This is an optimization exercise on Yosys and OpenROAD, whose aim is small area, not a production implementation. Only simulation tests tie the RTL to the original design; equivalence was not proved. No activity file was given, so power comes from the tool's default toggle rates.

--- flow/config.mk ---
export PLATFORM = sky130hd
export DESIGN_NAME = reg_file_sb
export DESIGN_NICKNAME = reg_file_sb
export VERILOG_FILES = /design/flow/design.v
export SDC_FILE = /design/flow/constraint.sdc
export NUM_CORES = 4
export LEC_CHECK = 0
export CAP_MARGIN = 20
export CORE_MARGIN = 2
export CORE_UTILIZATION = 30
export PLACE_DENSITY = 0.45
export SLEW_MARGIN = 20
--- flow/run.sh ---
#!/bin/bash
# synth_recipe.tcl (not shown) runs the flow's synth.tcl, then flattens the netlist and writes it again
# the make line also repeats each setting of config.mk as NAME=value (left out here)
make -C /OpenROAD-flow-scripts/flow DESIGN_CONFIG=/design/flow/config.mk WORK_HOME=/design/flow/orfs CLKGATE_MAP_FILE= SYNTH_SCRIPT=/design/flow/synth_recipe.tcl finish
--- flow/design.v ---
package reg_file_pkg;
    typedef enum logic {
        CLEAR = 1'b0,
        READY = 1'b1
    } rf_state_t;
    localparam int DEF_DATA_W = 32;
    localparam int DEF_ADDR_W = 5;
    function automatic int port_off(input int port, input int width);
        port_off = port * width;
    endfunction
endpackage
module rf_scoreboard
#(
    parameter int ADDR_W = reg_file_pkg::DEF_ADDR_W
) (
    input  logic                 clk,
    input  logic                 rst,
    input  logic                 enable,
    input  logic                 set_busy,
    input  logic [ADDR_W-1:0]    set_addr,
    input  logic                 clr0,
    input  logic [ADDR_W-1:0]    clr0_addr,
    input  logic                 clr1,
    input  logic [ADDR_W-1:0]    clr1_addr,
    output logic [2**ADDR_W-1:0] busy
);
    localparam int DEPTH = 2**ADDR_W;
    logic [DEPTH-1:0] busy_reg;
    logic [DEPTH-1:0] busy_next;
    assign busy_next[0] = 1'b0;
    genvar gi;
    generate
        for (gi = 1; gi < DEPTH; gi++) begin : g_bit
            logic hit_set;
            logic hit_clr;
            assign hit_set = enable && set_busy && (set_addr == ADDR_W'(gi));
            assign hit_clr = enable && ((clr0 && (clr0_addr == ADDR_W'(gi))) ||
                                        (clr1 && (clr1_addr == ADDR_W'(gi))));
            assign busy_next[gi] = hit_set | (busy_reg[gi] & ~hit_clr);
        end
    endgenerate
    always_ff @(posedge clk or posedge rst) begin
        if (rst) begin
            busy_reg <= '0;
        end else begin
            busy_reg <= busy_next;
        end
    end
    assign busy = busy_reg;
endmodule
module reg_file_sb
#(
    parameter int DATA_W = reg_file_pkg::DEF_DATA_W,
    parameter int ADDR_W = reg_file_pkg::DEF_ADDR_W,
    parameter int NRD    = 3
) (
    input  logic                  clk,
    input  logic                  rst,
    output logic                  init_done,
    input  logic [NRD*ADDR_W-1:0] ra,
    output logic [NRD*DATA_W-1:0] rd,
    output logic [NRD-1:0]        rd_busy,
    input  logic                  we0,
    input  logic [ADDR_W-1:0]     wa0,
    input  logic [DATA_W-1:0]     wd0,
    input  logic                  we1,
    input  logic [ADDR_W-1:0]     wa1,
    input  logic [DATA_W-1:0]     wd1,
    input  logic                  set_busy,
    input  logic [ADDR_W-1:0]     set_addr,
    input  logic [ADDR_W-1:0]     dbg_addr,
    output logic [DATA_W-1:0]     dbg_data
);
    localparam int DEPTH = 2**ADDR_W;
    reg_file_pkg::rf_state_t         state_reg;
    reg_file_pkg::rf_state_t         state_next;
    logic [ADDR_W-1:0] clr_cnt_reg;
    logic [ADDR_W-1:0] clr_cnt_next;
    logic [DATA_W-1:0] rf [DEPTH];
    logic [DEPTH-1:0]  busy;
    logic              ready;
    logic              wr0_ok;
    logic              wr1_ok;
    always_ff @(posedge clk or posedge rst) begin
        if (rst) begin
            state_reg   <= reg_file_pkg::CLEAR;
            clr_cnt_reg <= '0;
        end else begin
            state_reg   <= state_next;
            clr_cnt_reg <= clr_cnt_next;
        end
    end
    always_comb begin
        state_next   = state_reg;
        clr_cnt_next = clr_cnt_reg;
        case (state_reg)
            reg_file_pkg::CLEAR: begin
                clr_cnt_next = clr_cnt_reg + ADDR_W'(1);
                if (clr_cnt_reg == ADDR_W'(DEPTH - 1)) begin
                    state_next = reg_file_pkg::READY;
                end
            end
            reg_file_pkg::READY: begin
                state_next = reg_file_pkg::READY;
            end
        endcase
    end
    assign ready     = (state_reg == reg_file_pkg::READY);
    assign init_done = ready;
    assign wr1_ok = ready && we1 && (wa1 != '0);
    assign wr0_ok = ready && we0 && (wa0 != '0) && !(we1 && (wa1 == wa0));
    always_ff @(posedge clk) begin
        if (!ready) begin
            rf[clr_cnt_reg] <= '0;
        end else begin
            if (wr0_ok) begin
                rf[wa0] <= wd0;
            end
            if (wr1_ok) begin
                rf[wa1] <= wd1;
            end
        end
    end
    rf_scoreboard #(
        .ADDR_W(ADDR_W)
    ) u_scoreboard (
        .clk       (clk),
        .rst       (rst),
        .enable    (ready),
        .set_busy  (set_busy),
        .set_addr  (set_addr),
        .clr0      (we0),
        .clr0_addr (wa0),
        .clr1      (we1),
        .clr1_addr (wa1),
        .busy      (busy)
    );
    genvar gi;
    generate
        for (gi = 0; gi < NRD; gi++) begin : g_rd
            logic [ADDR_W-1:0] addr;
            logic              hit1;
            logic              hit0;
            logic [DATA_W-1:0] data;
            assign addr = ra[reg_file_pkg::port_off(gi, ADDR_W) +: ADDR_W];
            assign hit1 = we1 && (wa1 == addr);
            assign hit0 = we0 && (wa0 == addr);
            always_comb begin
                data = '0;
                if (ready && (addr != '0)) begin
                    if (hit1) begin
                        data = wd1;
                    end else if (hit0) begin
                        data = wd0;
                    end else begin
                        data = rf[addr];
                    end
                end
            end
            assign rd[reg_file_pkg::port_off(gi, DATA_W) +: DATA_W] = data;
            assign rd_busy[gi] = ready && busy[addr] && !(hit1 || hit0);
        end
    endgenerate
    assign dbg_data = (ready && (dbg_addr != '0)) ? rf[dbg_addr] : '0;
endmodule
--- flow/constraint.sdc ---
create_clock -name core_clock -period 10.0 [get_ports {clk}]
set_input_delay 2.0000 -clock core_clock [delete_from_list [all_inputs] [get_ports {clk}]]
set_output_delay 2.0000 -clock core_clock [all_outputs]
set_load 0.01 [all_outputs]
==> results.txt <==
layout make-up:
| class | count | area, um2 |
|---|---|---|
| Antenna cell | 10 | 25.0 |
| Clock buffer | 176 | 3750 |
| Clock inverter | 66 | 472 |
| Fill cell | 26100 | 175000 |
| Inverter | 40 | 150 |
| Multi-Input combinational cell | 5042 | 44900 |
| Sequential cell | 1061 | 31700 |
| Tap cell | 3533 | 4420 |
| Timing Repair Buffer | 481 | 4600 |
metrics by stage:
step                cells   util  setup WS, ps  cell area, um2  hold slack, ps
global route        10400  0.340          1460           90000             559
floorplan            7046      -          4090           79800             478
detailed placement  10200  0.324          1540           85700             523
global placement    10100  0.323          1420           85600             498
CTS                 10400  0.339          1540           89900             535
finish              10400  0.340          1410           90000             539
worst max-delay path: cells and delay by family:
family	cells	cell delay, ps
xor+xnor	1	380
compound gates	2	850
simple gates	3	1220
buf+inv	3	2110
power by group through the flow:
stage / sequential [mW] / clock (mW) / combinational [mW]
4_1_cts: 4.96 / 4.93 / 2.16
3_3_place_gp: 5.05 / 0 / 2.14
3_5_place_dp: 5.05 / 0 / 2.15
6_report: 4.96 / 4.91 / 2.21
2_1_floorplan: 5.04 / 0 / 1.22
5_1_grt: 4.96 / 5.08 / 2.27
cell families (layout without fill, tap and decap cells):
group           after synthesis  in the layout  synth area share
compound gates             1930           1930             0.144
simple gates               1564           1564            0.0828
mux                        1508           1508             0.322
flops                      1061           1061             0.397
buf+inv                     943            763            0.0501
xor+xnor                     38             38           0.00417
fa+ha+maj                     2              2          0.000314
other cells                   0             10                 0
metal layers:
layer	up-vias	track usage	wire length (um)
met5	-	0	79
met4	12	0.174	28400
met3	1085	0.0814	50500
met2	5369	0.447	181000
met1	34800	0.394	158000
li1	27000	-	-
layout by cell type (no fill, tap or decap), types with 120 or more instances in the layout:
cell type / count
mux2i_1: 472
a21oi_1: 200
edfxtp_1: 1024
nor2_1: 164
a22oi_1: 127
o22ai_1: 120
buf_4: 217
nand2_1: 1088
mux2_2: 210
clkbuf_16: 144
mux4_2: 826
o21ai_0: 1060
clkdlybuf4s50_1: 217
path summary, 6_finish.rpt:
check,start,end
max,ra[4],rd[18]
min,clr_cnt_reg[0],clr_cnt_reg[0]
max reg2reg,state_reg,rf[0][31]
min reg2reg,clr_cnt_reg[0],clr_cnt_reg[0]
max in group asynchronous,rst,u_scoreboard.busy_reg[21]
min in group asynchronous,rst,u_scoreboard.busy_reg[11]
==> run_results.csv <==
group,metric,value,unit
run_status,status,"finished clean",
critical_path,cpPeakStageDelay,940,ps
placement,dp_hpwl,250,mm
clock_tree,cts.clk_slew.worst_paths,60,ps
power,p_int,8.47,mW
synth,yosysSeqAreaShare,0.397,
synth,syn_area_per_cell,11.3,um2
clock_tree,clk_latency,840,ps
sta,min_period,8590,ps
clock_tree,ctsHoldBuffers,0,
synth,ys_async_sr_fraction,0.0349,
critical_path,critical_path.cell_chain,"clkdlybuf4s50_1, xor2_1, nor4_1, nand3_1, nor2_4, buf_4, a22oi_1, a21oi_1, clkdlybuf4s50_1",
critical_path,worst-endpoint-required,8000,ps
finish,largest_reg_flops,1024,
drt,drt_iter0_drc,11600,
synth,synth_commonest_cells,"1,097 x nand2_1, 1,060 x o21ai_0, 1,024 x edfxtp_1",
die,core,265000,um2
power,clkPwrFrac,0.407,
min_path,hold_path_class,"register to register",
synth,ys_ff_latch,1061,
clock_tree,cts_buffer_depth,3,
power,powerDensity,134,nW/um2
die,initial_utilization,0.301,
sta,min_period_over_period,0.859,
synth,syn_nets,7152,
run,maxCapViolCount,0,
power,switchingPower,3.60,mW
power,p_leak,29.9,nW
grt,grt_pass1_vias,64300,
die,ioPinCount,236,
drt,firstDrtPassIters,8,
sta,fin_skew,34.7,ps
sta,relSlewSlack,0.158,
grt,grt_use_total,0.301,
critical_path,r2r_cells,10,
clock_tree,h-tree-depth,4,
power,power,12.1,mW
clock_tree,cts_tree,"yes",
synth,synthTopCellsByArea,"edfxtp_1 39%, mux4_2 23%, o21ai_0 6.6%",
power,switching_share,0.298,
finish,fin_nets,6869,
critical_path,cp.arrival,6590,ps
synth,yosysTopAreaCell,"edfxtp_1",
clock_tree,clock-sinks,1061,
sta,tns,0,ps
clock_tree,cts_buffers,137,
synth,netlist_area,79800,um2
synth,ys.warnings.count,2,
critical_path,r2r_setup_slack,5380,ps
die,rows,189,
sta,rsz0062_at_grt,"false",
power,ir_drop,0.199,mV
grt,grt_pass1_wl,564,mm
synth,synth_edf_count,1024,
drt,via_per_inst,6.56,
drt,drc,0,
synth,yosysMostFrequentCell,"nand2_1",
sta,slew_viol_final,0,
sta,setup_viol,0,
power,seqPwrFrac,0.411,
finish,syn_to_final_growth,12.9,%
placement,io_buffers,235,
clock_tree,post_cts_buffers,0,
die,dieHeight,520,um
synth,yosysTopAreaCellShare,0.385,
die,dieArea,270000,um2
drt,ant_nets,0,
placement,place_congestion,0.928,
power,combPwrFrac,0.183,
min_path,holdPathStages,1,
die,die_x,520,um
critical_path,crit_path_start_kind,"input pin",
clock_tree,cts_resized,0,
clock_tree,root_buffer,"clkbuf_16",
finish,drive_gt1_frac,0.234,
critical_path,crit_path_end_kind,"output pin",
synth,ys.flop_type,"edfxtp_1",
sta,hold_violations,0,
grt,grt_antenna_before_repair,28,
grt,grt_overflow,0,
synth,synth_cell_types,60,
synth,synthCells,7046,
drt,wl,418,mm
critical_path,path_class,"input pin to output pin",
critical_path,cp_common_cell,"clkdlybuf4s50_1",
sta,worst_pin_slew,1260,ps
grt,grt_max_degree,112,
sta,timing.fmax,0.116,GHz
critical_path,crit_fanout,17,
drt,vias,68300,
critical_path,crit_slowest_cell,"clkdlybuf4s50_1",
drt,wire_per_inst,40.2,um

-- what the ideal ports hide --
The results above use ideal ports. As a check the final layout listed here was re-extracted and re-timed, cells and wires unchanged. Step 1 assumes that a clkbuf_16 drives the clock port and a buf_2 every other input. Step 2, shift: input delay + t, output delay - t, t = (earliest + latest rising clock arrival at the registers) / 2. This alone moves slack from input paths to output paths. Slacks: ideal / step 1 / step 2; pairs: ideal / step 1.
t, ns: 0.917
setup WS [ns]: 1.412 / 1.386 / 1.386
worst setup path after step 2: input to output
latest minus earliest clock arrival (ns): 0.041 / 0.041
worst register clock-pin slew, ns: 0.07 / 0.07
After both steps this run still meets setup and hold. For this run, drivers alone change the setup slack by -0.026 ns; drivers and shift together by -0.026 ns.
